This design comes from an exercise in tuning for small area and a short achievable clock period on the open sky130 flow, not from production work.
Function was checked by simulation only, so behaviour that the tests miss may differ from the original.
No activity file was given, so power comes from the tool's default toggle rates.

===== flow/flow/run.sh =====
#!/bin/bash
# Layout flow: the standard ORFS flow, with the port buffers that the
# placement step inserts made from sky130_fd_sc_hd__buf_1, which the timing
# repair may then resize, instead of the delay-cell buffer the resizer picks.
set -euo pipefail
bash standard.sh "BUFFER_PORTS_ARGS=-buffer_cell sky130_fd_sc_hd__buf_1" finish > orfs_make.log 2>&1

===== flow/standard.sh =====
#!/bin/bash
# synth_recipe.tcl (not shown) runs the flow's synth.tcl, then flattens the netlist and writes it again
# the make line also repeats each setting of config.mk as NAME=value (left out here)
make -C /OpenROAD-flow-scripts/flow DESIGN_CONFIG=/design/flow/config.mk WORK_HOME=/design/flow/orfs CLKGATE_MAP_FILE= SYNTH_SCRIPT=/design/flow/synth_recipe.tcl "${@:-finish}"

===== flow/config.mk =====
export PLATFORM = sky130hd
export DESIGN_NAME = coproc_top
export DESIGN_NICKNAME = coproc_top
export VERILOG_FILES = /design/flow/design.v
export SDC_FILE = /design/flow/constraint.sdc
export NUM_CORES = 4
export LEC_CHECK = 0
export CAP_MARGIN = 20
export CORE_MARGIN = 2
export CORE_UTILIZATION = 60
export CTS_CLUSTER_DIAMETER = 150
export CTS_CLUSTER_SIZE = 30
export SETUP_SLACK_MARGIN = 3.55
export SLEW_MARGIN = 20
export SYNTH_HIERARCHICAL = 1
export TNS_END_PERCENT = 5

===== flow/constraint.sdc =====
create_clock -name core_clock -period 6.8 [get_ports {CLOCK_50}]
set_input_delay 1.3600 -clock core_clock [delete_from_list [all_inputs] [get_ports {CLOCK_50}]]
set_output_delay 1.3600 -clock core_clock [all_outputs]
set_load 0.01 [all_outputs]

===== flow/design.v =====
package coproc_pkg;
  parameter int operand_w   = 16;    
  parameter int word_w      = 32;    
  parameter int mult_stages = 3;     
  parameter int cold_pulse_ext  = 6;
  parameter int warm_pulse_ext  = 2;
  parameter int debug_pulse_ext = 32;
  parameter int uptime_w = 32;    
  parameter int led_w    = 10;    
  typedef enum logic {
    pulse_idle   = 1'b0,
    pulse_active = 1'b1    
  } pulse_state_t;
endpackage
import coproc_pkg::*;
module pulse_timer #(
  parameter int pulse_ext = cold_pulse_ext    
) (
  input  logic CLOCK_50,
  input  logic hps_fpga_reset_n,
  input  logic run,        
  output logic expired     
);
  localparam int cnt_w = (pulse_ext > 1) ? $clog2(pulse_ext) : 1;
  localparam logic [cnt_w-1:0] last_val = cnt_w'(pulse_ext - 1);
  logic [cnt_w-1:0] cnt_q;
  always_ff @(posedge CLOCK_50 or negedge hps_fpga_reset_n) begin
    if (!hps_fpga_reset_n) begin
      cnt_q <= '0;
    end else if (run) begin
      if (expired) begin
        cnt_q <= '0;                    
      end else begin
        cnt_q <= cnt_q + 1'b1;
      end
    end
  end
  assign expired = (cnt_q == last_val);
endmodule
import coproc_pkg::*;
module reset_req_fsm #(
  parameter int pulse_ext = cold_pulse_ext    
) (
  input  logic CLOCK_50,
  input  logic hps_fpga_reset_n,
  input  logic req,       
  output logic pulse      
);
  logic         req_q;       
  logic         req_prev;    
  logic         rise;
  logic         expired;     
  coproc_pkg::pulse_state_t state_q;
  coproc_pkg::pulse_state_t state_d;
  always_ff @(posedge CLOCK_50 or negedge hps_fpga_reset_n) begin
    if (!hps_fpga_reset_n) begin
      req_q    <= 1'b0;
      req_prev <= 1'b0;
    end else begin
      req_q    <= req;        
      req_prev <= req_q;
    end
  end
  assign rise = req_q && !req_prev;    
  always_comb begin
    state_d = state_q;
    case (state_q)
      pulse_idle: begin
        if (rise) state_d = pulse_active;
      end
      pulse_active: begin
        if (expired) state_d = pulse_idle;
      end
      default: state_d = pulse_idle;
    endcase
  end
  always_ff @(posedge CLOCK_50 or negedge hps_fpga_reset_n) begin
    if (!hps_fpga_reset_n) begin
      state_q <= pulse_idle;
    end else begin
      state_q <= state_d;
    end
  end
  assign pulse = (state_q == pulse_active);
  pulse_timer #(
    .pulse_ext (pulse_ext)
  ) timer_inst (
    .CLOCK_50         (CLOCK_50),
    .hps_fpga_reset_n (hps_fpga_reset_n),
    .run              (pulse),
    .expired          (expired)
  );
endmodule
import coproc_pkg::*;
module mult_pipe #(
  parameter int stages = mult_stages    
) (
  input  logic              CLOCK_50,
  input  logic              hps_fpga_reset_n,
  input  logic [word_w-1:0] in_readdata,
  input  logic              in_waitrequest,
  output logic              in_read,
  output logic [word_w-1:0] out_writedata,
  output logic              out_write,
  input  logic              out_waitrequest
);
  logic              stall;
  logic [2:0]        vld_q;           
  logic [15:0]       op_b;            
  logic [16:0]       b_ext;           
  logic [15:0]       a_q;
  logic [7:0]        one_q, two_q, neg_q;
  logic              one8_q;
  logic [7:0]        one_d, two_d, neg_d;
  logic [76:0]       s1_d, s1_q;
  logic [27:0]       x2, y2, sum2;
  logic [word_w-1:0] p_d, p_q;
  assign stall   = out_waitrequest;
  assign in_read = !in_waitrequest && !stall;
  always_ff @(posedge CLOCK_50 or negedge hps_fpga_reset_n) begin
    if (!hps_fpga_reset_n) begin
      vld_q <= '0;
    end else if (!stall) begin
      vld_q <= {vld_q[1:0], in_read};
    end
  end
  assign op_b  = in_readdata[word_w-1:operand_w];
  assign b_ext = {op_b, 1'b0};
  always_comb begin
    for (int i = 0; i < 8; i++) begin
      one_d[i] = b_ext[2*i+1] ^ b_ext[2*i];
      two_d[i] = (b_ext[2*i+2] & !b_ext[2*i+1] & !b_ext[2*i]) |
                 (!b_ext[2*i+2] & b_ext[2*i+1] & b_ext[2*i]);
      neg_d[i] = b_ext[2*i+2];
    end
  end
  logic pp1;
  logic pp2;
  logic pp3;
  logic pp4;
  logic pp5;
  logic pp6;
  logic pp7;
  logic pp8;
  logic pp9;
  logic pp10;
  logic pp11;
  logic pp12;
  logic pp13;
  logic pp14;
  logic pp15;
  logic pp16;
  logic pp17;
  logic ns18;
  logic pp19;
  logic pp20;
  logic pp21;
  logic pp22;
  logic pp23;
  logic pp24;
  logic pp25;
  logic pp26;
  logic pp27;
  logic pp28;
  logic pp29;
  logic pp30;
  logic pp31;
  logic pp32;
  logic pp33;
  logic pp34;
  logic pp35;
  logic ns36;
  logic pp37;
  logic pp38;
  logic pp39;
  logic pp40;
  logic pp41;
  logic pp42;
  logic pp43;
  logic pp44;
  logic pp45;
  logic pp46;
  logic pp47;
  logic pp48;
  logic pp49;
  logic pp50;
  logic pp51;
  logic pp52;
  logic pp53;
  logic ns54;
  logic pp55;
  logic pp56;
  logic pp57;
  logic pp58;
  logic pp59;
  logic pp60;
  logic pp61;
  logic pp62;
  logic pp63;
  logic pp64;
  logic pp65;
  logic pp66;
  logic pp67;
  logic pp68;
  logic pp69;
  logic pp70;
  logic pp71;
  logic ns72;
  logic pp73;
  logic pp74;
  logic pp75;
  logic pp76;
  logic pp77;
  logic pp78;
  logic pp79;
  logic pp80;
  logic pp81;
  logic pp82;
  logic pp83;
  logic pp84;
  logic pp85;
  logic pp86;
  logic pp87;
  logic pp88;
  logic pp89;
  logic ns90;
  logic pp91;
  logic pp92;
  logic pp93;
  logic pp94;
  logic pp95;
  logic pp96;
  logic pp97;
  logic pp98;
  logic pp99;
  logic pp100;
  logic pp101;
  logic pp102;
  logic pp103;
  logic pp104;
  logic pp105;
  logic pp106;
  logic pp107;
  logic ns108;
  logic pp109;
  logic pp110;
  logic pp111;
  logic pp112;
  logic pp113;
  logic pp114;
  logic pp115;
  logic pp116;
  logic pp117;
  logic pp118;
  logic pp119;
  logic pp120;
  logic pp121;
  logic pp122;
  logic pp123;
  logic pp124;
  logic pp125;
  logic ns126;
  logic pp127;
  logic pp128;
  logic pp129;
  logic pp130;
  logic pp131;
  logic pp132;
  logic pp133;
  logic pp134;
  logic pp135;
  logic pp136;
  logic pp137;
  logic pp138;
  logic pp139;
  logic pp140;
  logic pp141;
  logic pp142;
  logic pp143;
  logic ns144;
  logic pp145;
  logic pp146;
  logic pp147;
  logic pp148;
  logic pp149;
  logic pp150;
  logic pp151;
  logic pp152;
  logic pp153;
  logic pp154;
  logic pp155;
  logic pp156;
  logic pp157;
  logic pp158;
  logic pp159;
  logic pp160;
  logic s161;
  logic c162;
  logic s163;
  logic c164;
  logic s165;
  logic c166;
  logic s167;
  logic c168;
  logic s169;
  logic c170;
  logic s171;
  logic c172;
  logic s173;
  logic c174;
  logic s175;
  logic c176;
  logic s177;
  logic c178;
  logic s179;
  logic c180;
  logic s181;
  logic c182;
  logic s183;
  logic c184;
  logic s185;
  logic c186;
  logic s187;
  logic c188;
  logic s189;
  logic c190;
  logic s191;
  logic c192;
  logic s193;
  logic c194;
  logic s195;
  logic c196;
  logic s197;
  logic c198;
  logic s199;
  logic c200;
  logic s201;
  logic c202;
  logic s203;
  logic c204;
  logic s205;
  logic c206;
  logic s207;
  logic c208;
  logic s209;
  logic c210;
  logic s211;
  logic c212;
  logic s213;
  logic c214;
  logic s215;
  logic c216;
  logic s217;
  logic c218;
  logic s219;
  logic c220;
  logic s221;
  logic c222;
  logic s223;
  logic c224;
  logic s225;
  logic c226;
  logic s227;
  logic c228;
  logic s229;
  logic c230;
  logic s231;
  logic c232;
  logic s233;
  logic c234;
  logic s235;
  logic c236;
  logic s237;
  logic c238;
  logic s239;
  logic c240;
  logic s241;
  logic c242;
  logic s243;
  logic c244;
  logic s245;
  logic c246;
  logic s247;
  logic c248;
  logic s249;
  logic c250;
  logic s251;
  logic c252;
  logic s253;
  logic c254;
  logic s255;
  logic c256;
  logic s257;
  logic c258;
  logic s259;
  logic c260;
  logic s261;
  logic c262;
  logic s263;
  logic c264;
  logic s265;
  logic c266;
  logic s267;
  logic c268;
  logic s269;
  logic c270;
  logic s271;
  logic c272;
  logic s273;
  logic c274;
  logic s275;
  logic c276;
  logic s277;
  logic c278;
  logic s279;
  logic c280;
  logic s281;
  logic c282;
  logic s283;
  logic c284;
  logic s285;
  logic c286;
  logic s287;
  logic c288;
  logic s289;
  logic c290;
  logic s291;
  logic c292;
  logic s293;
  logic c294;
  logic s295;
  logic c296;
  logic s297;
  logic c298;
  logic s299;
  logic c300;
  logic s301;
  logic c302;
  logic s303;
  logic c304;
  logic s305;
  logic c306;
  logic s307;
  logic c308;
  logic s309;
  logic c310;
  logic s311;
  logic c312;
  logic s313;
  logic c314;
  logic s315;
  logic c316;
  logic s317;
  logic c318;
  logic s319;
  logic c320;
  logic s321;
  logic c322;
  logic s323;
  logic c324;
  logic s325;
  logic c326;
  logic s327;
  logic c328;
  logic s329;
  logic c330;
  logic s331;
  logic c332;
  logic s333;
  logic c334;
  logic s335;
  logic c336;
  logic s337;
  logic c338;
  logic s339;
  logic c340;
  logic s341;
  logic c342;
  logic s343;
  logic c344;
  logic s345;
  logic c346;
  logic s347;
  logic c348;
  logic s349;
  logic c350;
  logic s351;
  logic c352;
  logic s353;
  logic c354;
  logic s355;
  logic c356;
  logic s357;
  logic c358;
  logic s359;
  logic c360;
  logic s361;
  logic c362;
  logic s363;
  logic c364;
  logic s365;
  logic c366;
  logic s367;
  logic c368;
  logic s369;
  logic c370;
  logic s371;
  logic c372;
  logic s373;
  logic c374;
  logic s375;
  logic c376;
  logic s377;
  logic c378;
  logic s379;
  logic c380;
  logic s381;
  logic c382;
  logic s383;
  logic c384;
  logic s385;
  logic c386;
  logic s387;
  logic c388;
  logic s389;
  logic c390;
  logic s391;
  logic c392;
  logic s393;
  logic c394;
  logic s395;
  logic c396;
  logic s397;
  logic c398;
  logic s399;
  logic c400;
  logic s401;
  logic c402;
  logic s403;
  logic c404;
  logic s405;
  logic c406;
  logic s409;
  logic c410;
  logic s411;
  logic c412;
  logic s413;
  logic c414;
  logic s415;
  logic c416;
  logic s417;
  logic c418;
  logic s419;
  logic c420;
  logic s421;
  logic c422;
  logic s423;
  logic c424;
  logic s425;
  logic c426;
  logic s427;
  logic c428;
  logic s429;
  logic c430;
  logic s431;
  logic c432;
  logic s433;
  logic c434;
  logic s435;
  logic c436;
  logic s437;
  logic c438;
  logic s439;
  logic c440;
  logic s441;
  logic c442;
  logic s443;
  logic c444;
  logic s445;
  logic c446;
  logic s447;
  logic c448;
  logic s449;
  logic c450;
  assign pp1 = ((one_q[0] & a_q[0])) ^ neg_q[0];
  assign pp2 = ((one_q[0] & a_q[1]) | (two_q[0] & a_q[0])) ^ neg_q[0];
  assign pp3 = ((one_q[0] & a_q[2]) | (two_q[0] & a_q[1])) ^ neg_q[0];
  assign pp4 = ((one_q[0] & a_q[3]) | (two_q[0] & a_q[2])) ^ neg_q[0];
  assign pp5 = ((one_q[0] & a_q[4]) | (two_q[0] & a_q[3])) ^ neg_q[0];
  assign pp6 = ((one_q[0] & a_q[5]) | (two_q[0] & a_q[4])) ^ neg_q[0];
  assign pp7 = ((one_q[0] & a_q[6]) | (two_q[0] & a_q[5])) ^ neg_q[0];
  assign pp8 = ((one_q[0] & a_q[7]) | (two_q[0] & a_q[6])) ^ neg_q[0];
  assign pp9 = ((one_q[0] & a_q[8]) | (two_q[0] & a_q[7])) ^ neg_q[0];
  assign pp10 = ((one_q[0] & a_q[9]) | (two_q[0] & a_q[8])) ^ neg_q[0];
  assign pp11 = ((one_q[0] & a_q[10]) | (two_q[0] & a_q[9])) ^ neg_q[0];
  assign pp12 = ((one_q[0] & a_q[11]) | (two_q[0] & a_q[10])) ^ neg_q[0];
  assign pp13 = ((one_q[0] & a_q[12]) | (two_q[0] & a_q[11])) ^ neg_q[0];
  assign pp14 = ((one_q[0] & a_q[13]) | (two_q[0] & a_q[12])) ^ neg_q[0];
  assign pp15 = ((one_q[0] & a_q[14]) | (two_q[0] & a_q[13])) ^ neg_q[0];
  assign pp16 = ((one_q[0] & a_q[15]) | (two_q[0] & a_q[14])) ^ neg_q[0];
  assign pp17 = ((two_q[0] & a_q[15])) ^ neg_q[0];
  assign ns18 = ~neg_q[0];
  assign pp19 = ((one_q[1] & a_q[0])) ^ neg_q[1];
  assign pp20 = ((one_q[1] & a_q[1]) | (two_q[1] & a_q[0])) ^ neg_q[1];
  assign pp21 = ((one_q[1] & a_q[2]) | (two_q[1] & a_q[1])) ^ neg_q[1];
  assign pp22 = ((one_q[1] & a_q[3]) | (two_q[1] & a_q[2])) ^ neg_q[1];
  assign pp23 = ((one_q[1] & a_q[4]) | (two_q[1] & a_q[3])) ^ neg_q[1];
  assign pp24 = ((one_q[1] & a_q[5]) | (two_q[1] & a_q[4])) ^ neg_q[1];
  assign pp25 = ((one_q[1] & a_q[6]) | (two_q[1] & a_q[5])) ^ neg_q[1];
  assign pp26 = ((one_q[1] & a_q[7]) | (two_q[1] & a_q[6])) ^ neg_q[1];
  assign pp27 = ((one_q[1] & a_q[8]) | (two_q[1] & a_q[7])) ^ neg_q[1];
  assign pp28 = ((one_q[1] & a_q[9]) | (two_q[1] & a_q[8])) ^ neg_q[1];
  assign pp29 = ((one_q[1] & a_q[10]) | (two_q[1] & a_q[9])) ^ neg_q[1];
  assign pp30 = ((one_q[1] & a_q[11]) | (two_q[1] & a_q[10])) ^ neg_q[1];
  assign pp31 = ((one_q[1] & a_q[12]) | (two_q[1] & a_q[11])) ^ neg_q[1];
  assign pp32 = ((one_q[1] & a_q[13]) | (two_q[1] & a_q[12])) ^ neg_q[1];
  assign pp33 = ((one_q[1] & a_q[14]) | (two_q[1] & a_q[13])) ^ neg_q[1];
  assign pp34 = ((one_q[1] & a_q[15]) | (two_q[1] & a_q[14])) ^ neg_q[1];
  assign pp35 = ((two_q[1] & a_q[15])) ^ neg_q[1];
  assign ns36 = ~neg_q[1];
  assign pp37 = ((one_q[2] & a_q[0])) ^ neg_q[2];
  assign pp38 = ((one_q[2] & a_q[1]) | (two_q[2] & a_q[0])) ^ neg_q[2];
  assign pp39 = ((one_q[2] & a_q[2]) | (two_q[2] & a_q[1])) ^ neg_q[2];
  assign pp40 = ((one_q[2] & a_q[3]) | (two_q[2] & a_q[2])) ^ neg_q[2];
  assign pp41 = ((one_q[2] & a_q[4]) | (two_q[2] & a_q[3])) ^ neg_q[2];
  assign pp42 = ((one_q[2] & a_q[5]) | (two_q[2] & a_q[4])) ^ neg_q[2];
  assign pp43 = ((one_q[2] & a_q[6]) | (two_q[2] & a_q[5])) ^ neg_q[2];
  assign pp44 = ((one_q[2] & a_q[7]) | (two_q[2] & a_q[6])) ^ neg_q[2];
  assign pp45 = ((one_q[2] & a_q[8]) | (two_q[2] & a_q[7])) ^ neg_q[2];
  assign pp46 = ((one_q[2] & a_q[9]) | (two_q[2] & a_q[8])) ^ neg_q[2];
  assign pp47 = ((one_q[2] & a_q[10]) | (two_q[2] & a_q[9])) ^ neg_q[2];
  assign pp48 = ((one_q[2] & a_q[11]) | (two_q[2] & a_q[10])) ^ neg_q[2];
  assign pp49 = ((one_q[2] & a_q[12]) | (two_q[2] & a_q[11])) ^ neg_q[2];
  assign pp50 = ((one_q[2] & a_q[13]) | (two_q[2] & a_q[12])) ^ neg_q[2];
  assign pp51 = ((one_q[2] & a_q[14]) | (two_q[2] & a_q[13])) ^ neg_q[2];
  assign pp52 = ((one_q[2] & a_q[15]) | (two_q[2] & a_q[14])) ^ neg_q[2];
  assign pp53 = ((two_q[2] & a_q[15])) ^ neg_q[2];
  assign ns54 = ~neg_q[2];
  assign pp55 = ((one_q[3] & a_q[0])) ^ neg_q[3];
  assign pp56 = ((one_q[3] & a_q[1]) | (two_q[3] & a_q[0])) ^ neg_q[3];
  assign pp57 = ((one_q[3] & a_q[2]) | (two_q[3] & a_q[1])) ^ neg_q[3];
  assign pp58 = ((one_q[3] & a_q[3]) | (two_q[3] & a_q[2])) ^ neg_q[3];
  assign pp59 = ((one_q[3] & a_q[4]) | (two_q[3] & a_q[3])) ^ neg_q[3];
  assign pp60 = ((one_q[3] & a_q[5]) | (two_q[3] & a_q[4])) ^ neg_q[3];
  assign pp61 = ((one_q[3] & a_q[6]) | (two_q[3] & a_q[5])) ^ neg_q[3];
  assign pp62 = ((one_q[3] & a_q[7]) | (two_q[3] & a_q[6])) ^ neg_q[3];
  assign pp63 = ((one_q[3] & a_q[8]) | (two_q[3] & a_q[7])) ^ neg_q[3];
  assign pp64 = ((one_q[3] & a_q[9]) | (two_q[3] & a_q[8])) ^ neg_q[3];
  assign pp65 = ((one_q[3] & a_q[10]) | (two_q[3] & a_q[9])) ^ neg_q[3];
  assign pp66 = ((one_q[3] & a_q[11]) | (two_q[3] & a_q[10])) ^ neg_q[3];
  assign pp67 = ((one_q[3] & a_q[12]) | (two_q[3] & a_q[11])) ^ neg_q[3];
  assign pp68 = ((one_q[3] & a_q[13]) | (two_q[3] & a_q[12])) ^ neg_q[3];
  assign pp69 = ((one_q[3] & a_q[14]) | (two_q[3] & a_q[13])) ^ neg_q[3];
  assign pp70 = ((one_q[3] & a_q[15]) | (two_q[3] & a_q[14])) ^ neg_q[3];
  assign pp71 = ((two_q[3] & a_q[15])) ^ neg_q[3];
  assign ns72 = ~neg_q[3];
  assign pp73 = ((one_q[4] & a_q[0])) ^ neg_q[4];
  assign pp74 = ((one_q[4] & a_q[1]) | (two_q[4] & a_q[0])) ^ neg_q[4];
  assign pp75 = ((one_q[4] & a_q[2]) | (two_q[4] & a_q[1])) ^ neg_q[4];
  assign pp76 = ((one_q[4] & a_q[3]) | (two_q[4] & a_q[2])) ^ neg_q[4];
  assign pp77 = ((one_q[4] & a_q[4]) | (two_q[4] & a_q[3])) ^ neg_q[4];
  assign pp78 = ((one_q[4] & a_q[5]) | (two_q[4] & a_q[4])) ^ neg_q[4];
  assign pp79 = ((one_q[4] & a_q[6]) | (two_q[4] & a_q[5])) ^ neg_q[4];
  assign pp80 = ((one_q[4] & a_q[7]) | (two_q[4] & a_q[6])) ^ neg_q[4];
  assign pp81 = ((one_q[4] & a_q[8]) | (two_q[4] & a_q[7])) ^ neg_q[4];
  assign pp82 = ((one_q[4] & a_q[9]) | (two_q[4] & a_q[8])) ^ neg_q[4];
  assign pp83 = ((one_q[4] & a_q[10]) | (two_q[4] & a_q[9])) ^ neg_q[4];
  assign pp84 = ((one_q[4] & a_q[11]) | (two_q[4] & a_q[10])) ^ neg_q[4];
  assign pp85 = ((one_q[4] & a_q[12]) | (two_q[4] & a_q[11])) ^ neg_q[4];
  assign pp86 = ((one_q[4] & a_q[13]) | (two_q[4] & a_q[12])) ^ neg_q[4];
  assign pp87 = ((one_q[4] & a_q[14]) | (two_q[4] & a_q[13])) ^ neg_q[4];
  assign pp88 = ((one_q[4] & a_q[15]) | (two_q[4] & a_q[14])) ^ neg_q[4];
  assign pp89 = ((two_q[4] & a_q[15])) ^ neg_q[4];
  assign ns90 = ~neg_q[4];
  assign pp91 = ((one_q[5] & a_q[0])) ^ neg_q[5];
  assign pp92 = ((one_q[5] & a_q[1]) | (two_q[5] & a_q[0])) ^ neg_q[5];
  assign pp93 = ((one_q[5] & a_q[2]) | (two_q[5] & a_q[1])) ^ neg_q[5];
  assign pp94 = ((one_q[5] & a_q[3]) | (two_q[5] & a_q[2])) ^ neg_q[5];
  assign pp95 = ((one_q[5] & a_q[4]) | (two_q[5] & a_q[3])) ^ neg_q[5];
  assign pp96 = ((one_q[5] & a_q[5]) | (two_q[5] & a_q[4])) ^ neg_q[5];
  assign pp97 = ((one_q[5] & a_q[6]) | (two_q[5] & a_q[5])) ^ neg_q[5];
  assign pp98 = ((one_q[5] & a_q[7]) | (two_q[5] & a_q[6])) ^ neg_q[5];
  assign pp99 = ((one_q[5] & a_q[8]) | (two_q[5] & a_q[7])) ^ neg_q[5];
  assign pp100 = ((one_q[5] & a_q[9]) | (two_q[5] & a_q[8])) ^ neg_q[5];
  assign pp101 = ((one_q[5] & a_q[10]) | (two_q[5] & a_q[9])) ^ neg_q[5];
  assign pp102 = ((one_q[5] & a_q[11]) | (two_q[5] & a_q[10])) ^ neg_q[5];
  assign pp103 = ((one_q[5] & a_q[12]) | (two_q[5] & a_q[11])) ^ neg_q[5];
  assign pp104 = ((one_q[5] & a_q[13]) | (two_q[5] & a_q[12])) ^ neg_q[5];
  assign pp105 = ((one_q[5] & a_q[14]) | (two_q[5] & a_q[13])) ^ neg_q[5];
  assign pp106 = ((one_q[5] & a_q[15]) | (two_q[5] & a_q[14])) ^ neg_q[5];
  assign pp107 = ((two_q[5] & a_q[15])) ^ neg_q[5];
  assign ns108 = ~neg_q[5];
  assign pp109 = ((one_q[6] & a_q[0])) ^ neg_q[6];
  assign pp110 = ((one_q[6] & a_q[1]) | (two_q[6] & a_q[0])) ^ neg_q[6];
  assign pp111 = ((one_q[6] & a_q[2]) | (two_q[6] & a_q[1])) ^ neg_q[6];
  assign pp112 = ((one_q[6] & a_q[3]) | (two_q[6] & a_q[2])) ^ neg_q[6];
  assign pp113 = ((one_q[6] & a_q[4]) | (two_q[6] & a_q[3])) ^ neg_q[6];
  assign pp114 = ((one_q[6] & a_q[5]) | (two_q[6] & a_q[4])) ^ neg_q[6];
  assign pp115 = ((one_q[6] & a_q[6]) | (two_q[6] & a_q[5])) ^ neg_q[6];
  assign pp116 = ((one_q[6] & a_q[7]) | (two_q[6] & a_q[6])) ^ neg_q[6];
  assign pp117 = ((one_q[6] & a_q[8]) | (two_q[6] & a_q[7])) ^ neg_q[6];
  assign pp118 = ((one_q[6] & a_q[9]) | (two_q[6] & a_q[8])) ^ neg_q[6];
  assign pp119 = ((one_q[6] & a_q[10]) | (two_q[6] & a_q[9])) ^ neg_q[6];
  assign pp120 = ((one_q[6] & a_q[11]) | (two_q[6] & a_q[10])) ^ neg_q[6];
  assign pp121 = ((one_q[6] & a_q[12]) | (two_q[6] & a_q[11])) ^ neg_q[6];
  assign pp122 = ((one_q[6] & a_q[13]) | (two_q[6] & a_q[12])) ^ neg_q[6];
  assign pp123 = ((one_q[6] & a_q[14]) | (two_q[6] & a_q[13])) ^ neg_q[6];
  assign pp124 = ((one_q[6] & a_q[15]) | (two_q[6] & a_q[14])) ^ neg_q[6];
  assign pp125 = ((two_q[6] & a_q[15])) ^ neg_q[6];
  assign ns126 = ~neg_q[6];
  assign pp127 = ((one_q[7] & a_q[0])) ^ neg_q[7];
  assign pp128 = ((one_q[7] & a_q[1]) | (two_q[7] & a_q[0])) ^ neg_q[7];
  assign pp129 = ((one_q[7] & a_q[2]) | (two_q[7] & a_q[1])) ^ neg_q[7];
  assign pp130 = ((one_q[7] & a_q[3]) | (two_q[7] & a_q[2])) ^ neg_q[7];
  assign pp131 = ((one_q[7] & a_q[4]) | (two_q[7] & a_q[3])) ^ neg_q[7];
  assign pp132 = ((one_q[7] & a_q[5]) | (two_q[7] & a_q[4])) ^ neg_q[7];
  assign pp133 = ((one_q[7] & a_q[6]) | (two_q[7] & a_q[5])) ^ neg_q[7];
  assign pp134 = ((one_q[7] & a_q[7]) | (two_q[7] & a_q[6])) ^ neg_q[7];
  assign pp135 = ((one_q[7] & a_q[8]) | (two_q[7] & a_q[7])) ^ neg_q[7];
  assign pp136 = ((one_q[7] & a_q[9]) | (two_q[7] & a_q[8])) ^ neg_q[7];
  assign pp137 = ((one_q[7] & a_q[10]) | (two_q[7] & a_q[9])) ^ neg_q[7];
  assign pp138 = ((one_q[7] & a_q[11]) | (two_q[7] & a_q[10])) ^ neg_q[7];
  assign pp139 = ((one_q[7] & a_q[12]) | (two_q[7] & a_q[11])) ^ neg_q[7];
  assign pp140 = ((one_q[7] & a_q[13]) | (two_q[7] & a_q[12])) ^ neg_q[7];
  assign pp141 = ((one_q[7] & a_q[14]) | (two_q[7] & a_q[13])) ^ neg_q[7];
  assign pp142 = ((one_q[7] & a_q[15]) | (two_q[7] & a_q[14])) ^ neg_q[7];
  assign pp143 = ((two_q[7] & a_q[15])) ^ neg_q[7];
  assign ns144 = ~neg_q[7];
  assign pp145 = one8_q & a_q[0];
  assign pp146 = one8_q & a_q[1];
  assign pp147 = one8_q & a_q[2];
  assign pp148 = one8_q & a_q[3];
  assign pp149 = one8_q & a_q[4];
  assign pp150 = one8_q & a_q[5];
  assign pp151 = one8_q & a_q[6];
  assign pp152 = one8_q & a_q[7];
  assign pp153 = one8_q & a_q[8];
  assign pp154 = one8_q & a_q[9];
  assign pp155 = one8_q & a_q[10];
  assign pp156 = one8_q & a_q[11];
  assign pp157 = one8_q & a_q[12];
  assign pp158 = one8_q & a_q[13];
  assign pp159 = one8_q & a_q[14];
  assign pp160 = one8_q & a_q[15];
  assign s161 = ~ns18;
  assign c162 = ns18;
  assign s163 = ~pp147;
  assign c164 = pp147;
  mult_ha u_s165 (.a(neg_q[5]), .b(pp11), .s(s165), .co(c166));
  mult_ha u_s167 (.a(pp12), .b(pp28), .s(s167), .co(c168));
  mult_fa u_s169 (.a(neg_q[6]), .b(pp13), .c(pp29), .s(s169), .co(c170));
  mult_ha u_s171 (.a(pp45), .b(pp61), .s(s171), .co(c172));
  mult_fa u_s173 (.a(pp14), .b(pp30), .c(pp46), .s(s173), .co(c174));
  mult_ha u_s175 (.a(pp62), .b(pp78), .s(s175), .co(c176));
  mult_fa u_s177 (.a(neg_q[7]), .b(pp15), .c(pp31), .s(s177), .co(c178));
  mult_fa u_s179 (.a(pp47), .b(pp63), .c(pp79), .s(s179), .co(c180));
  mult_ha u_s181 (.a(pp95), .b(pp111), .s(s181), .co(c182));
  mult_fa u_s183 (.a(pp16), .b(pp32), .c(pp48), .s(s183), .co(c184));
  mult_fa u_s185 (.a(pp64), .b(pp80), .c(pp96), .s(s185), .co(c186));
  mult_ha u_s187 (.a(pp112), .b(pp128), .s(s187), .co(c188));
  mult_fa u_s189 (.a(pp145), .b(pp17), .c(pp33), .s(s189), .co(c190));
  mult_fa u_s191 (.a(pp49), .b(pp65), .c(pp81), .s(s191), .co(c192));
  mult_fa u_s193 (.a(pp97), .b(pp113), .c(pp129), .s(s193), .co(c194));
  mult_fa u_s195 (.a(pp146), .b(s161), .c(pp34), .s(s195), .co(c196));
  mult_fa u_s197 (.a(pp50), .b(pp66), .c(pp82), .s(s197), .co(c198));
  mult_fa u_s199 (.a(pp98), .b(pp114), .c(pp130), .s(s199), .co(c200));
  mult_fa u_s201 (.a(c162), .b(s163), .c(pp35), .s(s201), .co(c202));
  mult_fa u_s203 (.a(pp51), .b(pp67), .c(pp83), .s(s203), .co(c204));
  mult_fa u_s205 (.a(pp99), .b(pp115), .c(pp131), .s(s205), .co(c206));
  mult_fa u_s207 (.a(ns36), .b(pp148), .c(c164), .s(s207), .co(c208));
  mult_fa u_s209 (.a(pp52), .b(pp68), .c(pp84), .s(s209), .co(c210));
  mult_fa u_s211 (.a(pp100), .b(pp116), .c(pp132), .s(s211), .co(c212));
  assign s213 = ~(pp149 ^ pp53);
  assign c214 = pp149 | pp53;
  mult_fa u_s215 (.a(pp69), .b(pp85), .c(pp101), .s(s215), .co(c216));
  mult_ha u_s217 (.a(pp117), .b(pp133), .s(s217), .co(c218));
  mult_fa u_s219 (.a(ns54), .b(pp150), .c(pp70), .s(s219), .co(c220));
  mult_fa u_s221 (.a(pp86), .b(pp102), .c(pp118), .s(s221), .co(c222));
  assign s223 = ~(pp151 ^ pp71);
  assign c224 = pp151 | pp71;
  mult_ha u_s225 (.a(pp87), .b(pp103), .s(s225), .co(c226));
  mult_fa u_s227 (.a(ns72), .b(pp152), .c(pp88), .s(s227), .co(c228));
  assign s229 = ~pp153;
  assign c230 = pp153;
  mult_ha u_s231 (.a(neg_q[3]), .b(pp7), .s(s231), .co(c232));
  mult_ha u_s233 (.a(pp8), .b(pp24), .s(s233), .co(c234));
  mult_fa u_s235 (.a(neg_q[4]), .b(pp9), .c(pp25), .s(s235), .co(c236));
  mult_ha u_s237 (.a(pp41), .b(pp57), .s(s237), .co(c238));
  mult_fa u_s239 (.a(pp10), .b(pp26), .c(pp42), .s(s239), .co(c240));
  mult_ha u_s241 (.a(pp58), .b(pp74), .s(s241), .co(c242));
  mult_fa u_s243 (.a(pp27), .b(pp43), .c(pp59), .s(s243), .co(c244));
  mult_fa u_s245 (.a(pp75), .b(pp91), .c(s165), .s(s245), .co(c246));
  mult_fa u_s247 (.a(pp44), .b(pp60), .c(pp76), .s(s247), .co(c248));
  mult_fa u_s249 (.a(pp92), .b(c166), .c(s167), .s(s249), .co(c250));
  mult_fa u_s251 (.a(pp77), .b(pp93), .c(pp109), .s(s251), .co(c252));
  mult_fa u_s253 (.a(c168), .b(s171), .c(s169), .s(s253), .co(c254));
  mult_fa u_s255 (.a(pp94), .b(pp110), .c(c172), .s(s255), .co(c256));
  mult_fa u_s257 (.a(s175), .b(c170), .c(s173), .s(s257), .co(c258));
  mult_fa u_s259 (.a(pp127), .b(c176), .c(s181), .s(s259), .co(c260));
  mult_fa u_s261 (.a(c174), .b(s177), .c(s179), .s(s261), .co(c262));
  mult_fa u_s263 (.a(c182), .b(s187), .c(c178), .s(s263), .co(c264));
  mult_fa u_s265 (.a(c180), .b(s183), .c(s185), .s(s265), .co(c266));
  mult_fa u_s267 (.a(c188), .b(c184), .c(c186), .s(s267), .co(c268));
  mult_fa u_s269 (.a(s189), .b(s191), .c(s193), .s(s269), .co(c270));
  mult_fa u_s271 (.a(c190), .b(c192), .c(c194), .s(s271), .co(c272));
  mult_fa u_s273 (.a(s195), .b(s197), .c(s199), .s(s273), .co(c274));
  mult_fa u_s275 (.a(c196), .b(c198), .c(c200), .s(s275), .co(c276));
  mult_fa u_s277 (.a(s201), .b(s203), .c(s205), .s(s277), .co(c278));
  mult_fa u_s279 (.a(s207), .b(c202), .c(c204), .s(s279), .co(c280));
  mult_fa u_s281 (.a(c206), .b(s209), .c(s211), .s(s281), .co(c282));
  mult_fa u_s283 (.a(c208), .b(s217), .c(c210), .s(s283), .co(c284));
  mult_fa u_s285 (.a(c212), .b(s213), .c(s215), .s(s285), .co(c286));
  mult_fa u_s287 (.a(pp134), .b(c218), .c(c214), .s(s287), .co(c288));
  mult_fa u_s289 (.a(c216), .b(s219), .c(s221), .s(s289), .co(c290));
  mult_fa u_s291 (.a(pp119), .b(pp135), .c(s225), .s(s291), .co(c292));
  mult_fa u_s293 (.a(c220), .b(c222), .c(s223), .s(s293), .co(c294));
  mult_fa u_s295 (.a(pp104), .b(pp120), .c(pp136), .s(s295), .co(c296));
  mult_fa u_s297 (.a(c226), .b(c224), .c(s227), .s(s297), .co(c298));
  mult_fa u_s299 (.a(s229), .b(pp89), .c(pp105), .s(s299), .co(c300));
  mult_fa u_s301 (.a(pp121), .b(pp137), .c(c228), .s(s301), .co(c302));
  mult_fa u_s303 (.a(ns90), .b(pp154), .c(c230), .s(s303), .co(c304));
  mult_fa u_s305 (.a(pp106), .b(pp122), .c(pp138), .s(s305), .co(c306));
  assign s307 = ~(pp155 ^ pp107);
  assign c308 = pp155 | pp107;
  mult_ha u_s309 (.a(pp123), .b(pp139), .s(s309), .co(c310));
  mult_fa u_s311 (.a(ns108), .b(pp156), .c(pp124), .s(s311), .co(c312));
  assign s313 = ~pp157;
  assign c314 = pp157;
  mult_ha u_s315 (.a(neg_q[2]), .b(pp5), .s(s315), .co(c316));
  mult_ha u_s317 (.a(pp6), .b(pp22), .s(s317), .co(c318));
  mult_fa u_s319 (.a(pp23), .b(pp39), .c(pp55), .s(s319), .co(c320));
  mult_fa u_s321 (.a(pp40), .b(pp56), .c(c232), .s(s321), .co(c322));
  mult_fa u_s323 (.a(pp73), .b(c234), .c(s237), .s(s323), .co(c324));
  mult_fa u_s325 (.a(c238), .b(s241), .c(c236), .s(s325), .co(c326));
  mult_fa u_s327 (.a(c242), .b(c240), .c(s243), .s(s327), .co(c328));
  mult_fa u_s329 (.a(c244), .b(s247), .c(c246), .s(s329), .co(c330));
  mult_fa u_s331 (.a(c248), .b(s251), .c(c250), .s(s331), .co(c332));
  mult_fa u_s333 (.a(c252), .b(s255), .c(c254), .s(s333), .co(c334));
  mult_fa u_s335 (.a(c256), .b(s259), .c(c258), .s(s335), .co(c336));
  mult_fa u_s337 (.a(c260), .b(c262), .c(s263), .s(s337), .co(c338));
  mult_fa u_s339 (.a(c264), .b(c266), .c(s267), .s(s339), .co(c340));
  mult_fa u_s341 (.a(c268), .b(c270), .c(s271), .s(s341), .co(c342));
  mult_fa u_s343 (.a(c272), .b(c274), .c(s275), .s(s343), .co(c344));
  mult_fa u_s345 (.a(c276), .b(c278), .c(s279), .s(s345), .co(c346));
  mult_fa u_s347 (.a(c280), .b(c282), .c(s283), .s(s347), .co(c348));
  mult_fa u_s349 (.a(c284), .b(c286), .c(s287), .s(s349), .co(c350));
  mult_fa u_s351 (.a(s291), .b(c288), .c(c290), .s(s351), .co(c352));
  mult_fa u_s353 (.a(s295), .b(c292), .c(c294), .s(s353), .co(c354));
  mult_fa u_s355 (.a(c296), .b(s299), .c(c298), .s(s355), .co(c356));
  mult_fa u_s357 (.a(s303), .b(c300), .c(s305), .s(s357), .co(c358));
  mult_fa u_s359 (.a(c304), .b(s309), .c(c306), .s(s359), .co(c360));
  mult_fa u_s361 (.a(pp140), .b(c310), .c(c308), .s(s361), .co(c362));
  mult_fa u_s363 (.a(s313), .b(pp125), .c(pp141), .s(s363), .co(c364));
  mult_fa u_s365 (.a(ns126), .b(pp158), .c(c314), .s(s365), .co(c366));
  assign s367 = ~pp159;
  assign c368 = pp159;
  mult_ha u_s369 (.a(neg_q[1]), .b(pp3), .s(s369), .co(c370));
  mult_ha u_s371 (.a(pp4), .b(pp20), .s(s371), .co(c372));
  mult_fa u_s373 (.a(pp21), .b(pp37), .c(s315), .s(s373), .co(c374));
  mult_fa u_s375 (.a(pp38), .b(c316), .c(s317), .s(s375), .co(c376));
  mult_fa u_s377 (.a(c318), .b(s231), .c(s319), .s(s377), .co(c378));
  mult_fa u_s379 (.a(s233), .b(c320), .c(s321), .s(s379), .co(c380));
  mult_fa u_s381 (.a(s235), .b(c322), .c(s323), .s(s381), .co(c382));
  mult_fa u_s383 (.a(s239), .b(c324), .c(s325), .s(s383), .co(c384));
  mult_fa u_s385 (.a(s245), .b(c326), .c(s327), .s(s385), .co(c386));
  mult_ha u_s387 (.a(s307), .b(c358), .s(s387), .co(c388));
  mult_fa u_s389 (.a(s311), .b(c360), .c(s361), .s(s389), .co(c390));
  mult_fa u_s391 (.a(c312), .b(s363), .c(c362), .s(s391), .co(c392));
  mult_fa u_s393 (.a(pp142), .b(s365), .c(c364), .s(s393), .co(c394));
  mult_fa u_s395 (.a(s367), .b(c366), .c(pp143), .s(s395), .co(c396));
  mult_fa u_s397 (.a(ns144), .b(pp160), .c(c368), .s(s397), .co(c398));
  mult_ha u_s399 (.a(neg_q[0]), .b(pp1), .s(s399), .co(c400));
  mult_ha u_s401 (.a(pp2), .b(c400), .s(s401), .co(c402));
  mult_fa u_s403 (.a(pp19), .b(s369), .c(c402), .s(s403), .co(c404));
  mult_fa u_s405 (.a(c370), .b(s371), .c(c404), .s(s405), .co(c406));
  assign s1_d = {c406, s397, c396, s395, c394, s393, c392, s391, c390, s389, c388, s359, s387, c356, s357, c302, s355, c354, s301, s353, c352, s297, s351, c350, s293, s349, c348, s289, s347, c346, s285, s345, c344, s281, s343, c342, s277, s341, c340, s273, s339, c338, s269, s337, c336, s265, s335, c334, s261, s333, c332, s257, s331, c330, s253, s329, c328, s249, c386, s385, c384, s383, c382, s381, c380, s379, c378, s377, c376, s375, c374, s373, c372, s405, s403, s401, s399};
  mult_fa u_s409 (.a(s1_q[18]), .b(s1_q[19]), .c(s1_q[20]), .s(s409), .co(c410));
  mult_fa u_s411 (.a(s1_q[22]), .b(s1_q[23]), .c(s1_q[24]), .s(s411), .co(c412));
  mult_fa u_s413 (.a(s1_q[25]), .b(s1_q[26]), .c(s1_q[27]), .s(s413), .co(c414));
  mult_fa u_s415 (.a(s1_q[28]), .b(s1_q[29]), .c(s1_q[30]), .s(s415), .co(c416));
  mult_fa u_s417 (.a(s1_q[31]), .b(s1_q[32]), .c(s1_q[33]), .s(s417), .co(c418));
  mult_fa u_s419 (.a(s1_q[34]), .b(s1_q[35]), .c(s1_q[36]), .s(s419), .co(c420));
  mult_fa u_s421 (.a(s1_q[37]), .b(s1_q[38]), .c(s1_q[39]), .s(s421), .co(c422));
  mult_fa u_s423 (.a(s1_q[40]), .b(s1_q[41]), .c(s1_q[42]), .s(s423), .co(c424));
  mult_fa u_s425 (.a(s1_q[43]), .b(s1_q[44]), .c(s1_q[45]), .s(s425), .co(c426));
  mult_fa u_s427 (.a(s1_q[46]), .b(s1_q[47]), .c(s1_q[48]), .s(s427), .co(c428));
  mult_fa u_s429 (.a(s1_q[49]), .b(s1_q[50]), .c(s1_q[51]), .s(s429), .co(c430));
  mult_fa u_s431 (.a(s1_q[52]), .b(s1_q[53]), .c(s1_q[54]), .s(s431), .co(c432));
  mult_fa u_s433 (.a(s1_q[55]), .b(s1_q[56]), .c(s1_q[57]), .s(s433), .co(c434));
  mult_fa u_s435 (.a(s1_q[58]), .b(s1_q[59]), .c(s1_q[60]), .s(s435), .co(c436));
  mult_fa u_s437 (.a(s1_q[61]), .b(s1_q[62]), .c(s1_q[63]), .s(s437), .co(c438));
  mult_ha u_s439 (.a(s1_q[64]), .b(s1_q[65]), .s(s439), .co(c440));
  mult_ha u_s441 (.a(s1_q[66]), .b(s1_q[67]), .s(s441), .co(c442));
  mult_ha u_s443 (.a(s1_q[68]), .b(s1_q[69]), .s(s443), .co(c444));
  mult_ha u_s445 (.a(s1_q[70]), .b(s1_q[71]), .s(s445), .co(c446));
  mult_ha u_s447 (.a(s1_q[72]), .b(s1_q[73]), .s(s447), .co(c448));
  mult_ha u_s449 (.a(s1_q[74]), .b(s1_q[75]), .s(s449), .co(c450));
  assign x2  = {s449, s447, s445, s443, s441, s439, s437, s435, s433, s431, s429, s427, s425, s423, s421, s419, s417, s415, s413, s411, s409, s1_q[16], s1_q[14], s1_q[12], s1_q[10], s1_q[8], s1_q[6], s1_q[4]};
  assign y2  = {c448, c446, c444, c442, c440, c438, c436, c434, c432, c430, c428, c426, c424, c422, c420, c418, c416, c414, c412, c410, s1_q[21], s1_q[17], s1_q[15], s1_q[13], s1_q[11], s1_q[9], s1_q[7], s1_q[5]};
  logic [27:0] g0, p0, cy;
  assign g0 = x2 & y2;
  assign p0 = x2 ^ y2;
  logic bg1;
  assign bg1 = g0[0] | (p0[0] & s1_q[76]);
  logic bg2;
  assign bg2 = g0[2] | (p0[2] & g0[1]);
  logic bp2;
  assign bp2 = p0[2] & p0[1];
  logic bg3;
  assign bg3 = g0[4] | (p0[4] & g0[3]);
  logic bp3;
  assign bp3 = p0[4] & p0[3];
  logic bg4;
  assign bg4 = g0[6] | (p0[6] & g0[5]);
  logic bp4;
  assign bp4 = p0[6] & p0[5];
  logic bg5;
  assign bg5 = g0[8] | (p0[8] & g0[7]);
  logic bp5;
  assign bp5 = p0[8] & p0[7];
  logic bg6;
  assign bg6 = g0[10] | (p0[10] & g0[9]);
  logic bp6;
  assign bp6 = p0[10] & p0[9];
  logic bg7;
  assign bg7 = g0[12] | (p0[12] & g0[11]);
  logic bp7;
  assign bp7 = p0[12] & p0[11];
  logic bg8;
  assign bg8 = g0[14] | (p0[14] & g0[13]);
  logic bp8;
  assign bp8 = p0[14] & p0[13];
  logic bg9;
  assign bg9 = g0[16] | (p0[16] & g0[15]);
  logic bp9;
  assign bp9 = p0[16] & p0[15];
  logic bg10;
  assign bg10 = g0[18] | (p0[18] & g0[17]);
  logic bp10;
  assign bp10 = p0[18] & p0[17];
  logic bg11;
  assign bg11 = g0[20] | (p0[20] & g0[19]);
  logic bp11;
  assign bp11 = p0[20] & p0[19];
  logic bg12;
  assign bg12 = g0[22] | (p0[22] & g0[21]);
  logic bp12;
  assign bp12 = p0[22] & p0[21];
  logic bg13;
  assign bg13 = g0[24] | (p0[24] & g0[23]);
  logic bp13;
  assign bp13 = p0[24] & p0[23];
  logic bg14;
  assign bg14 = g0[26] | (p0[26] & g0[25]);
  logic bp14;
  assign bp14 = p0[26] & p0[25];
  logic bg15;
  assign bg15 = g0[1] | (p0[1] & bg1);
  logic bg16;
  assign bg16 = bg2 | (bp2 & bg1);
  logic bg17;
  assign bg17 = g0[5] | (p0[5] & bg3);
  logic bp17;
  assign bp17 = p0[5] & bp3;
  logic bg18;
  assign bg18 = bg4 | (bp4 & bg3);
  logic bp18;
  assign bp18 = bp4 & bp3;
  logic bg19;
  assign bg19 = g0[9] | (p0[9] & bg5);
  logic bp19;
  assign bp19 = p0[9] & bp5;
  logic bg20;
  assign bg20 = bg6 | (bp6 & bg5);
  logic bp20;
  assign bp20 = bp6 & bp5;
  logic bg21;
  assign bg21 = g0[13] | (p0[13] & bg7);
  logic bp21;
  assign bp21 = p0[13] & bp7;
  logic bg22;
  assign bg22 = bg8 | (bp8 & bg7);
  logic bp22;
  assign bp22 = bp8 & bp7;
  logic bg23;
  assign bg23 = g0[17] | (p0[17] & bg9);
  logic bp23;
  assign bp23 = p0[17] & bp9;
  logic bg24;
  assign bg24 = bg10 | (bp10 & bg9);
  logic bp24;
  assign bp24 = bp10 & bp9;
  logic bg25;
  assign bg25 = g0[21] | (p0[21] & bg11);
  logic bp25;
  assign bp25 = p0[21] & bp11;
  logic bg26;
  assign bg26 = bg12 | (bp12 & bg11);
  logic bp26;
  assign bp26 = bp12 & bp11;
  logic bg27;
  assign bg27 = g0[25] | (p0[25] & bg13);
  logic bp27;
  assign bp27 = p0[25] & bp13;
  logic bg28;
  assign bg28 = bg14 | (bp14 & bg13);
  logic bp28;
  assign bp28 = bp14 & bp13;
  logic bg29;
  assign bg29 = g0[3] | (p0[3] & bg16);
  logic bg30;
  assign bg30 = bg3 | (bp3 & bg16);
  logic bg31;
  assign bg31 = bg17 | (bp17 & bg16);
  logic bg32;
  assign bg32 = bg18 | (bp18 & bg16);
  logic bg33;
  assign bg33 = g0[11] | (p0[11] & bg20);
  logic bp33;
  assign bp33 = p0[11] & bp20;
  logic bg34;
  assign bg34 = bg7 | (bp7 & bg20);
  logic bp34;
  assign bp34 = bp7 & bp20;
  logic bg35;
  assign bg35 = bg21 | (bp21 & bg20);
  logic bp35;
  assign bp35 = bp21 & bp20;
  logic bg36;
  assign bg36 = bg22 | (bp22 & bg20);
  logic bp36;
  assign bp36 = bp22 & bp20;
  logic bg37;
  assign bg37 = g0[19] | (p0[19] & bg24);
  logic bp37;
  assign bp37 = p0[19] & bp24;
  logic bg38;
  assign bg38 = bg11 | (bp11 & bg24);
  logic bp38;
  assign bp38 = bp11 & bp24;
  logic bg39;
  assign bg39 = bg25 | (bp25 & bg24);
  logic bp39;
  assign bp39 = bp25 & bp24;
  logic bg40;
  assign bg40 = bg26 | (bp26 & bg24);
  logic bp40;
  assign bp40 = bp26 & bp24;
  logic bg41;
  assign bg41 = g0[27] | (p0[27] & bg28);
  logic bp41;
  assign bp41 = p0[27] & bp28;
  logic bg42;
  assign bg42 = g0[7] | (p0[7] & bg32);
  logic bg43;
  assign bg43 = bg5 | (bp5 & bg32);
  logic bg44;
  assign bg44 = bg19 | (bp19 & bg32);
  logic bg45;
  assign bg45 = bg20 | (bp20 & bg32);
  logic bg46;
  assign bg46 = bg33 | (bp33 & bg32);
  logic bg47;
  assign bg47 = bg34 | (bp34 & bg32);
  logic bg48;
  assign bg48 = bg35 | (bp35 & bg32);
  logic bg49;
  assign bg49 = bg36 | (bp36 & bg32);
  logic bg50;
  assign bg50 = g0[23] | (p0[23] & bg40);
  logic bp50;
  assign bp50 = p0[23] & bp40;
  logic bg51;
  assign bg51 = bg13 | (bp13 & bg40);
  logic bp51;
  assign bp51 = bp13 & bp40;
  logic bg52;
  assign bg52 = bg27 | (bp27 & bg40);
  logic bp52;
  assign bp52 = bp27 & bp40;
  logic bg53;
  assign bg53 = bg28 | (bp28 & bg40);
  logic bp53;
  assign bp53 = bp28 & bp40;
  logic bg54;
  assign bg54 = bg41 | (bp41 & bg40);
  logic bp54;
  assign bp54 = bp41 & bp40;
  logic bg55;
  assign bg55 = g0[15] | (p0[15] & bg49);
  logic bg56;
  assign bg56 = bg9 | (bp9 & bg49);
  logic bg57;
  assign bg57 = bg23 | (bp23 & bg49);
  logic bg58;
  assign bg58 = bg24 | (bp24 & bg49);
  logic bg59;
  assign bg59 = bg37 | (bp37 & bg49);
  logic bg60;
  assign bg60 = bg38 | (bp38 & bg49);
  logic bg61;
  assign bg61 = bg39 | (bp39 & bg49);
  logic bg62;
  assign bg62 = bg40 | (bp40 & bg49);
  logic bg63;
  assign bg63 = bg50 | (bp50 & bg49);
  logic bg64;
  assign bg64 = bg51 | (bp51 & bg49);
  logic bg65;
  assign bg65 = bg52 | (bp52 & bg49);
  logic bg66;
  assign bg66 = bg53 | (bp53 & bg49);
  logic bg67;
  assign bg67 = bg54 | (bp54 & bg49);
  assign cy = {bg66, bg65, bg64, bg63, bg62, bg61, bg60, bg59, bg58, bg57, bg56, bg55, bg49, bg48, bg47, bg46, bg45, bg44, bg43, bg42, bg32, bg31, bg30, bg29, bg16, bg15, bg1, s1_q[76]};
  assign sum2 = p0 ^ cy;
  assign p_d = {sum2, {s1_q[3], s1_q[2], s1_q[1], s1_q[0]}};
  always_ff @(posedge CLOCK_50) begin
    if (!stall) begin
      a_q    <= in_readdata[operand_w-1:0];
      one_q  <= one_d;
      two_q  <= two_d;
      neg_q  <= neg_d;
      one8_q <= op_b[15];
      s1_q   <= s1_d;
      p_q    <= p_d;
    end
  end
  assign out_write     = vld_q[2];
  assign out_writedata = p_q;
endmodule
module mult_fa (
  input  logic a,
  input  logic b,
  input  logic c,
  output logic s,
  output logic co
);
  assign s  = a ^ b ^ c;
  assign co = (a & b) | (c & (a ^ b));
endmodule
module mult_ha (
  input  logic a,
  input  logic b,
  output logic s,
  output logic co
);
  assign s  = a ^ b;
  assign co = a & b;
endmodule
import coproc_pkg::*;
module coproc_top (
  input  logic                CLOCK_50,
  input  logic                hps_fpga_reset_n,
  input  logic [word_w-1:0]   in_readdata,
  input  logic                in_waitrequest,
  output logic                in_read,
  output logic [word_w-1:0]   out_writedata,
  output logic                out_write,
  input  logic                out_waitrequest,
  input  logic [2:0]          reset_req,
  output logic                cold_reset,
  output logic                warm_reset,
  output logic                debug_reset,
  output logic [uptime_w-1:0] status_count,
  output logic [led_w-1:0]    ledr
);
  logic [uptime_w-1:0] uptime_q;    
  mult_pipe #(
    .stages (mult_stages)
  ) mult_inst (
    .CLOCK_50         (CLOCK_50),
    .hps_fpga_reset_n (hps_fpga_reset_n),
    .in_readdata      (in_readdata),
    .in_waitrequest   (in_waitrequest),
    .in_read          (in_read),
    .out_writedata    (out_writedata),
    .out_write        (out_write),
    .out_waitrequest  (out_waitrequest)
  );
  reset_req_fsm #(
    .pulse_ext (cold_pulse_ext)
  ) cold_req_inst (
    .CLOCK_50         (CLOCK_50),
    .hps_fpga_reset_n (hps_fpga_reset_n),
    .req              (reset_req[0]),
    .pulse            (cold_reset)
  );
  reset_req_fsm #(
    .pulse_ext (warm_pulse_ext)
  ) warm_req_inst (
    .CLOCK_50         (CLOCK_50),
    .hps_fpga_reset_n (hps_fpga_reset_n),
    .req              (reset_req[1]),
    .pulse            (warm_reset)
  );
  reset_req_fsm #(
    .pulse_ext (debug_pulse_ext)
  ) debug_req_inst (
    .CLOCK_50         (CLOCK_50),
    .hps_fpga_reset_n (hps_fpga_reset_n),
    .req              (reset_req[2]),
    .pulse            (debug_reset)
  );
  localparam int grp_w = 8;
  localparam int n_grp = uptime_w / grp_w;
  logic [uptime_w-1:0] uptime_d;
  logic [n_grp-1:0]    grp_cin;
  logic [grp_w:0]      carry [n_grp];    
  assign grp_cin[0] = 1'b1;
  for (genvar g = 1; g < n_grp; g++) begin : g_cin
    assign grp_cin[g] = grp_cin[g-1] & (&uptime_q[g*grp_w-1 -: grp_w]);
  end
  for (genvar g = 0; g < n_grp; g++) begin : g_grp
    for (genvar i = 0; i < grp_w; i++) begin : g_bit
      if (g == 0 && i == 0) begin : g_lsb
        assign uptime_d[0]  = !uptime_q[0];
        assign carry[0][1]  = uptime_q[0];
      end else begin : g_ha
        uptime_ha ha_inst (
          .a  (uptime_q[g*grp_w+i]),
          .b  ((i == 0) ? grp_cin[g] : carry[g][i]),
          .s  (uptime_d[g*grp_w+i]),
          .co (carry[g][i+1])
        );
      end
    end
  end
  always_ff @(posedge CLOCK_50 or negedge hps_fpga_reset_n) begin
    if (!hps_fpga_reset_n) begin
      uptime_q <= '0;
    end else begin
      uptime_q <= uptime_d;    
    end
  end
  assign status_count = uptime_q;                        
  assign ledr         = uptime_q[uptime_w-1 -: led_w];   
endmodule
module uptime_ha (
  input  logic a,
  input  logic b,
  output logic s,
  output logic co
);
  assign s  = a ^ b;
  assign co = a & b;
endmodule

==> qor.txt, run 1 <==
Status = finished clean
Number of I/O port buffers = 117
Final GP Congestion = 0.826
FMAX = 314 MHz
FF-to-FF End = mult_inst.p_q[31]
Met1 global-route usage = 0.350
Total global routing overflow = 0
IO Pins = 118
YS warnings = 16
Leak = 5.55 nW
Clk latency of the worst-skew pair = 480 ps
Top cell type's share of synthesized area = 0.337
Synth Register Bits = 202
Busiest grt layer = met1
Antenna cell count = 0
Residual DRC = 0
Initial antenna violation count = 0
Net Sw Power = 0.00246 W
Wire per inst = 19.3 um
WS Path Type = input pin to output pin
Layout cells sized above 1 = 0.0452
Fin Setup TNS = 0 ps
FP Rows = 54
R2r setup slk = 3700 ps
Hold Path End = cold_req_inst.req_prev
Initial Util = 0.611
DP Wirelength = 17.9 mm
EDFF count, synth = 149
Final WS setup = 3620 ps
Fraction of registers with async set/reset = 0.262
Dpl ws = 3340 ps
Comb power frac = 0.533
RSZ-0062 raised after global routing = true
Distinct cells, synth = 57
R2R depth = 8
Drt first pass iters = 5
CP Launch Type = input pin
Final period util = 0.468
Top_reg_cell synth = edfxtp_1
Met2 Usage GRT = 0.349
DIE HEIGHT = 153 um
Setup violations, final = 0
Cts bufs inserted = 10
Synth area leader = edfxtp_1
Chip Width = 153 um
Hold/Removal Path Class = flop to flop
Max Cap Viol = 0
Fin nets = 1302
Reg2reg start = mult_inst.s1_q[49]
Slew Limit Fails = 0
CTS tree = yes
Maximum root-to-sink buffer count = 3
Setup crit end kind = output pin
Final-layout fill cell count = 1742
Cell Pwr Density = 449 nW/um^2
GRT Resource Usage Total = 0.228
Final ANT Viol Nets = 0
Critical Path AT = 1820 ps
Slew headroom = 0.245
Seq pwr share = 0.361
Final hold violations = 0
Area growth, synth to finish = 5.98%
Via count = 7919
Core Area = 21800 um^2
Die footprint = 23400 um^2
Mapped Nets = 1256
CTS root buffer = clkbuf_16
Clk pwr share = 0.106
Clock sinks = 202
Clk slew on worst S/H paths = 110 ps
Met3 Use GR = 0.0371
DR iter-0 viols = 466
Mapped Cells = 1014
Hold_sp = cold_req_inst.req_q
Syn avg cell area = 13.1 um^2
Clock skew = 15.0 ps
Vias in the first global route = 7958
Sw frac = 0.389
First-pass GRT wire length = 42.7 mm
Internal power = 0.00386 W
Worst-Margin Slew = 1130 ps
Synth top area cells = edfxtp_1 (34%), fa_1 (17%), dfrtp_1 (10%)
Sequential share of the synthesized area = 0.436
Hold path cells = 0
WL final = 25.9 mm
Hold Buf Count CTS = 0
CP Data Required Time = 5440 ps
H-tree levels = 1
VDD IR max = 0.000312 V
Largest net degree at the start of global routing = 59
Netlist Area Pre-Place = 13300 um^2
Crit path time final = 3180 ps
Vias per Instance = 5.90
Maximum fanout along the worst path = 5
==> layer usage <==
layer / wire length, um / part of all wire / up-vias
met5: 0 / 0 / -
met4: 441 / 0.017 / 0
met3: 1620 / 0.063 / 29
met2: 11700 / 0.45 / 263
met1: 12200 / 0.47 / 3964
li1: - / - / 3663
==> power groups by stage <==
stage | clock [W] | combinational (W) | sequential [W]
after floorplan | 0 | 0.00253 | 0.00222
after global placement | 0 | 0.00324 | 0.00230
after detailed placement | 0 | 0.00332 | 0.00231
after CTS | 0.000702 | 0.00334 | 0.00229
after global routing | 0.000732 | 0.00387 | 0.00233
final | 0.000672 | 0.00337 | 0.00228
==> per-module statistics from Yosys (local to each module, per instance), a selection <==
module | times used | cells
mult_ha | 26 | 1
uptime_ha | 31 | 1
mult_fa | 110 | 1
coproc_top | 1 | 54
==> timing repair <==
action	CTS	global route
setup endpoints to repair	4	11
pin swaps	2	1
gates resized for setup	0	3
buffers inserted	2	1
hold endpoints to repair	0	0
==> stage by stage <==
| step | hold WS (ps) | util | area, um^2 | std cells | total power, W |
|---|---|---|---|---|---|
| after floorplan | 355 | - | 13300 | 1014 | 0.00475 |
| after global placement | 360 | 0.632 | 13700 | 1324 | 0.00554 |
| after detailed placement | 381 | 0.632 | 13700 | 1324 | 0.00563 |
| after CTS | 398 | 0.646 | 14100 | 1341 | 0.00633 |
| after global routing | 410 | 0.648 | 14100 | 1343 | 0.00693 |
| final | 395 | 0.648 | 14100 | 1343 | 0.00632 |
==> layout make-up <==
type                    instances  area (um^2)  area share
multi-input cells             679         6970       0.494
clock inverters                 1         8.76    0.000622
clock buffers                  14          287      0.0203
repair buffers                127          523      0.0371
inverters                      40          154      0.0109
flip-flops and latches        202         5800       0.412
well taps                     280          350      0.0249
==> critical path: stages <==
cell,delay [ps]
buf_1,160
nor2_2,150
buf_1,150
==> Yosys cell counts, types with 3 or more instances <==
library cell	number
a211oi_2	3
a21o_1	4
a21oi_1	15
a221o_1	3
a22oi_1	120
and2_1	14
and3_1	4
buf_1	3
buf_4	11
clkbuf_1	79
dfrtp_1	53
edfxtp_1	149
fa_1	115
ha_1	88
inv_1	40
mux2_2	4
mux2i_1	5
nand2_1	32
nand2b_1	14
nand3_1	3
nand3b_1	8
nand4_1	5
nor2_1	12
nor2b_1	3
nor3_1	11
o2111ai_1	3
o21ai_0	12
o311ai_1	3
xnor2_1	146
xor2_1	15
==> worst max-delay path by stage <==
stage / startpoint / endpoint / depth (start not counted)
floorplan: out_waitrequest / mult_inst.a_q[0] / 1
global placement: out_waitrequest / mult_inst.a_q[14] / 3
detailed placement: out_waitrequest / mult_inst.one_q[6] / 3
CTS: mult_inst.s1_q[18] / mult_inst.p_q[26] / 8
global route: mult_inst.s1_q[22] / mult_inst.p_q[25] / 8
finish: out_waitrequest / in_read / 3
==> cells in the final DEF (no fill, tap or decap), types with 5 or more instances in the layout <==
cell / Yosys / layout
edfxtp_1: 149 / 149
xnor2_1: 146 / 146
a22oi_1: 120 / 120
buf_1: 3 / 116
fa_1: 115 / 115
ha_1: 88 / 88
dfrtp_1: 53 / 53
inv_1: 40 / 39
nand2_1: 32 / 32
xor2_1: 15 / 15
and2_1: 14 / 14
nand2b_1: 14 / 14
a21oi_1: 15 / 14
o21ai_0: 12 / 12
nor2_1: 12 / 11
nor3_1: 11 / 11
clkbuf_16: 0 / 11
buf_4: 11 / 9
nand3b_1: 8 / 8
nand4_1: 5 / 5
mux2i_1: 5 / 5
==> flip-flops by register name, summed over array words and instances, names as in the netlist, 3 cells and up <==
register	cells
debug_req_inst.timer_inst.cnt_q	5
mult_inst.one_q	8
cold_req_inst.timer_inst.cnt_q	3
mult_inst.neg_q	7
uptime_q	32
mult_inst.a_q	16
mult_inst.two_q	8
mult_inst.vld_q	3
mult_inst.p_q	32
mult_inst.s1_q	77
==> cells by family after synthesis <==
family / synth area share
compound gates: 0.100
xor+xnor: 0.106
fa+ha+maj: 0.256
buf+inv: 0.0407
flops: 0.436
mux: 0.00941
simple gates: 0.0511
==> run 2, diff against run 1 <==
--- a/flow/config.mk
+++ b/flow/config.mk
@@ -7,3 +7,3 @@
 export LEC_CHECK = 0
-export CAP_MARGIN = 20
+export CAP_MARGIN = 10
 export CORE_MARGIN = 2
@@ -12,4 +12,4 @@
 export CTS_CLUSTER_SIZE = 30
-export SETUP_SLACK_MARGIN = 3.55
-export SLEW_MARGIN = 20
+export SETUP_SLACK_MARGIN = 3.7
+export SLEW_MARGIN = 10
 export SYNTH_HIERARCHICAL = 1
==> qor.txt, run 2 <==
Status = finished clean (unchanged)
Worst-Margin Slew = 1080 ps (was 1130 ps)
Slew Limit Fails = 0 (unchanged)
Largest net degree at the start of global routing = 59 (unchanged)
YS warnings = 16 (unchanged)
Leak = 5.62 nW (was 5.55 nW)
Sequential share of the synthesized area = 0.436 (unchanged)
Cts bufs inserted = 10 (unchanged)
Clk latency of the worst-skew pair = 480 ps (about the same)
Synth top area cells = edfxtp_1 (34%), fa_1 (17%), dfrtp_1 (10%) (unchanged)
Mapped Nets = 1256 (unchanged)
Top reg by flops = mult_inst.s1_q (unchanged)
Comb power frac = 0.543 (was 0.533)
Initial antenna violation count = 0 (unchanged)
DIE HEIGHT = 153 um (unchanged)
Hold/Removal Path Class = flop to flop (unchanged)
Count leader, synth = edfxtp_1 (unchanged)
Maximum fanout along the worst path = 5 (unchanged)
Synth Register Bits = 202 (unchanged)
Slew headroom = 0.282 (was 0.245)
Vias in the first global route = 7959 (was 7958)
Antenna cell count = 0 (unchanged)
FP Rows = 54 (unchanged)
Fin Setup TNS = 0 ps (unchanged)
Total global routing overflow = 0 (unchanged)
Drt first pass iters = 5 (unchanged)
Clock skew = 13.9 ps (was 15.0 ps)
Final-layout fill cell count = 1712 (was 1742)
Final ANT Viol Nets = 0 (unchanged)
Final period util = 0.455 (was 0.468)
First-pass GRT wire length = 42.8 mm (was 42.7 mm)
Via count = 7988 (was 7919)
CP Launch Type = input pin (unchanged)
Sw frac = 0.389 (about the same)
Number of I/O port buffers = 117 (unchanged)
Most common cell after layout, fill and taps aside = edfxtp_1 (unchanged)
Vias per Instance = 5.90 (about the same)
VDD IR max = 0.000314 V (was 0.000312 V)
Distinct cells, synth = 57 (unchanged)
DR iter-0 viols = 560 (was 466)
Max reg flops = 77 (unchanged)
Crit path time final = 3090 ps (was 3180 ps)
Buf/Inv on CP = 2 (unchanged)
Worst path top cell family by delay = buffers and inverters (unchanged)
Fin nets = 1312 (was 1302)
Residual DRC = 0 (unchanged)
Synth area leader = edfxtp_1 (unchanged)
DP Wirelength = 17.9 mm (unchanged)
Most frequent cells in the layout = edfxtp_1 (149), xnor2_1 (146), a22oi_1 (120) (unchanged)
-- run 2: cell counts after synthesis --
No cell type changed its count.
-- run 2: worst paths after layout --
kind | start | end | slack [ps] | cells after the start
hold / removal | cold_req_inst.req_q | cold_req_inst.req_prev | 390 | 0
hold reg to reg | cold_req_inst.req_q | cold_req_inst.req_prev | 390 | 0
min in group asynchronous | hps_fpga_reset_n | debug_req_inst.req_prev | 980 | 2
setup / recovery | out_waitrequest | in_read | 3710 | 3
max in group asynchronous | hps_fpga_reset_n | uptime_q[2] | 5370 | 2
setup reg to reg | mult_inst.neg_q[3] | mult_inst.s1_q[42] | 3750 | 4
-- run 2: modules after synthesis, one instance, submodules excluded, excerpt --
module      cells inside  flops+latches  area [um^2]
mult_fa                1              0         20.0
coproc_top            54             32          963
mult_ha                1              0         12.5
uptime_ha              1              0         12.5
-- run 2: worst reg2reg max path: stages (launching register included) --
cell and delay [ps]:
edfxtp_1 1070, xnor2_1 230, fa_1 530, fa_1 560, fa_1 420
-- run 2: power by group through the flow --
stage                     clock, W  combinational, W  sequential [W]
after detailed placement         0           0.00332         0.00231
after CTS                 0.000702           0.00338         0.00229
final                     0.000671           0.00350         0.00227
after global placement           0           0.00324         0.00230
after global routing      0.000732           0.00401         0.00232
after floorplan                  0           0.00253         0.00222
-- run 2: kinds of logic after synthesis --
family,synth area share
adders and majority gates,0.256
muxes,0.00941
buffers and inverters,0.0407
xor gates and xnor gates,0.106
and+or+nand+nor,0.0511
DFF,0.436
AOI/OAI and AO/OA,0.100
-- run 2: final cells by class --
cell class	instances	area share
flip-flops and latches	202	0.407
clock inverters	1	0.000614
inverters	40	0.0108
well taps	280	0.0246
repair buffers	137	0.0442
clock buffers	14	0.0201
multi-input cells	679	0.493
-- run 2: repair_timing --
item,CTS,global route
hold endpoints to repair,0,0
setup buffers,2,12
endpoints found under the setup margin,12,30
pin swaps,8,6
resized for setup,5,7
-- run 2: through the flow --
stage | power, W | setup WS [ps] | cell area (um^2) | std cells | hold slack, ps
final | 0.00644 | 3710 | 14300 | 1353 | 393
after global routing | 0.00706 | 3640 | 14300 | 1353 | 410
after CTS | 0.00636 | 3690 | 14100 | 1341 | 398
after detailed placement | 0.00563 | 3340 | 13700 | 1324 | 381
after global placement | 0.00554 | 3350 | 13700 | 1324 | 360
after floorplan | 0.00475 | 2900 | 13300 | 1014 | 355
-- run 2: layer usage --
layer | vias to the layer above | GRT usage | part of all wire
met2 | 275 | 0.349 | 0.45
met5 | - | 0 | 0
met4 | 0 | 0.0494 | 0.017
met3 | 27 | 0.0371 | 0.063
met1 | 4004 | 0.351 | 0.47
li1 | 3682 | - | -

[separate check: timing with driven ports]
Ports are ideal in the flow. The routed layouts listed here were re-timed in OpenROAD. Step 1 assumes that a clkbuf_16 drives the clock port and a buf_2 every other input. Step 2 times the ports against the registers' clock, not the clock port: input delays grow and output delays shrink by t, the midpoint of the rising clock arrivals with the driver on. a / b / c = ideal ports / drivers / drivers and shift; a / b = the first two.
run	shift t [ns]	setup WS [ns]	worst setup path at the end	latest minus earliest clock arrival (ns)	slew at the worst register clock pin (ns)
run 1	0.520	3.617 / 3.596 / 3.327	input to register	0.017 / 0.017	0.11 / 0.11
run 2	0.518	3.708 / 3.689 / 3.494	input to register	0.019 / 0.019	0.11 / 0.11
After both steps setup and hold are still met in every run listed. For run 1, which loses most, drivers alone change the setup slack by -0.021 ns; drivers and shift together by -0.290 ns.
